Source: an optimization exercise on an open RTL-to-GDS flow (aim: small area, a short achievable clock period and few clock cycles). Production flows keep margins and buffers that such runs may drop.
In this exercise RTL edits were held to simulation tests only and were not proved equivalent to the original.
Power is estimated from default activity; no workload was simulated.

## run 1
// mac_frame_deframer_crc32
module mac_frame_deframer_crc32 (
    input  logic        clk,
    input  logic        rst_n,
    input  logic        in_valid,
    output logic        in_ready,
    input  logic [7:0]  in_data,
    input  logic        in_eof,
    output logic        out_valid,
    input  logic        out_ready,
    output logic [1:0]  out_kind,
    output logic [7:0]  out_byte_value,
    output logic [2:0]  out_status,
    output logic [2:0]  out_message_type,
    output logic [1:0]  out_major_version,
    output logic [31:0] out_device_address,
    output logic [7:0]  out_frame_control,
    output logic [15:0] out_frame_counter,
    output logic [7:0]  out_payload_length,
    output logic        out_last_of_run
);
    localparam logic [31:0] CRC_POLY    = 32'hEDB8_8320;
    localparam logic [31:0] CRC_RESIDUE = 32'hDEBB_20E3;
    localparam logic [2:0] ST_OK = 3'd0, ST_SHORT = 3'd1, ST_MISMATCH = 3'd2,
                           ST_OVERRUN = 3'd3, ST_TOO_LONG = 3'd4;
    function automatic [31:0] crc32_byte(input [31:0] crc_in, input [7:0] data);
        integer k;
        begin
            crc32_byte = crc_in ^ {24'd0, data};
            for (k = 0; k < 8; k = k + 1)
            begin
                if (crc32_byte[0])
                    crc32_byte = (crc32_byte >> 1) ^ CRC_POLY;
                else
                    crc32_byte = crc32_byte >> 1;
            end
        end
    endfunction
    logic        rdy;                   
    logic        ov;                    
    logic        gs;                    
    logic [7:0]  g_n;                   
    logic [7:0]  dl0, dl1, dl2, dl3;    
    logic        fresh;                 
    logic        first;                 
    logic        hcap;                  
    logic        body;                  
    logic        rb;                    
    logic        rl;                    
    logic [7:0]  cnt;                   
    logic [31:0] crc;
    logic [7:0]  hdr0_n, hdr5_n;
    logic [31:0] hdr_addr_n;
    logic [15:0] hdr_cnt_n;
    logic [3:0]  nopt;
    logic       r_v, r_pay, r_lor;
    logic [7:0] r_byte;
    logic       k_v, k_pay, k_lor;
    logic [7:0] k_byte;
    logic       sp1, sp2, sv, q2;
    logic       s_chk;                  
    logic       s_ovr;
  ...
Size: roughly 680 cells after synthesis, roughly 190 flip-flops, about 8700 sq um of cells after synthesis.
export LEC_CHECK = 0
export CAP_MARGIN = 20
export CORE_MARGIN = 2
export CORE_UTILIZATION = 60
export CTS_BUF_LIST = sky130_fd_sc_hd__clkbuf_4 sky130_fd_sc_hd__clkbuf_8
export GPL_ROUTABILITY_DRIVEN = 1
export PLACE_DENSITY = 0.75
export SETUP_SLACK_MARGIN = 2.75
export SLEW_MARGIN = 20
create_clock -name core_clock -period 5.0 [get_ports {clk}]
standard.sh (not shown) runs the stock make flow with config.mk's settings and CLKGATE_MAP_FILE= SYNTH_SCRIPT=/design/flow/synth_recipe.tcl, a recipe that flattens the netlist after the stock synthesis.
==> flow/flow/run.sh <==
#!/bin/bash
# The standard layout, with the smallest buffer on each port and no dummy
# loads in the clock tree.
set -euo pipefail
export BUFFER_PORTS_ARGS="-buffer_cell sky130_fd_sc_hd__buf_1"
export CTS_ARGS="-sink_clustering_enable -repair_clock_nets -dont_use_dummy_load -buf_list {sky130_fd_sc_hd__clkbuf_4 sky130_fd_sc_hd__clkbuf_8}"
bash standard.sh > standard_flow.log 2>&1
Testbench counts of run 1, summed over its fixed seeds: cycles 71,984.
Setup changes, run 1 to run 2
-- flow/config.mk --
<<< run 1, line 13
export PLACE_DENSITY = 0.75
export SETUP_SLACK_MARGIN = 2.75
export SLEW_MARGIN = 20
>>> run 2, line 13
export PLACE_DENSITY = 0.75
export SETUP_SLACK_MARGIN = 2.85
export SLEW_MARGIN = 20
==> results.txt <==
Relative to run 1, final RePlAce weighted congestion has increased by 11% in run 2.
Run 2: minimum setup slack among reg-to-reg paths 0.05 ns below run 1
Compared to run 1, the routing of run 2 uses more wire.
Inputs modified between run 2 and run 3:
-- flow/config.mk --
<<< run 2, line 12
export GPL_ROUTABILITY_DRIVEN = 1
export PLACE_DENSITY = 0.75
export SETUP_SLACK_MARGIN = 2.85
export SLEW_MARGIN = 20
>>> run 3, line 12
export GPL_ROUTABILITY_DRIVEN = 1
export GPL_TIMING_DRIVEN = 1
export PLACE_DENSITY = 0.75
export SETUP_SLACK_MARGIN = 2.75
export SLEW_MARGIN = 20
--- outcome ---
Diff run 2 -> run 3 | leakage power summed over all cells | decrease of about 9%. The number of standard cells in the layout, taps in and fillers out in run 3 sits 17 below the value recorded for run 2. Internal portion of total power (lower): run 3. Run 3 vs run 2 — number of filler instances in the final layout climbed by a few percent. Summary — layout buffering overhead excluding clock cells, run 3 relative to run 2: lower, by 2.4 points. Looking at run 2 and run 3, the clock latency reported for the late side of the worst-skew pair is a wash. Changes observed in run 3 relative to run 2: clock edge transition at the registers on the reported setup and hold paths shows no meaningful change; wire length fell 850 microns; setup slack saw an increase. Looking at average vias per placed instance across run 2 and run 3, the one that comes out higher is run 3. On final core utilization, the higher figure sits with run 2, not run 3.

[static timing again, ports no longer ideal]
The results above use ideal ports. As a check the final layouts listed here were re-extracted and re-timed, cells and wires unchanged. Step 1, drivers: a clkbuf_16 drives clk and a buf_2 each remaining input, both assumed. Step 2 adds t to the input delays and takes it off the output delays; t is the mean of the earliest and latest rising clock arrival at the registers after step 1. Input paths then give back, and output paths get back, about the clock's delay inside the block. Slacks: no drivers / after step 1 / after step 2; pairs: no drivers / after step 1.
run | t, ns | setup slack, ns | slew at the worst register clock pin (ns) | worst slew at a driven data input, ns
run 1 | 0.483 | 2.785 / 2.746 / 2.439 | 0.10 / 0.10 | 0.03
run 2 | 0.479 | 2.693 / 2.661 / 2.536 | 0.10 / 0.10 | 0.03
run 3 | 0.483 | 2.785 / 2.746 / 2.439 | 0.10 / 0.10 | 0.03
After both steps setup and hold are still met in every run listed.
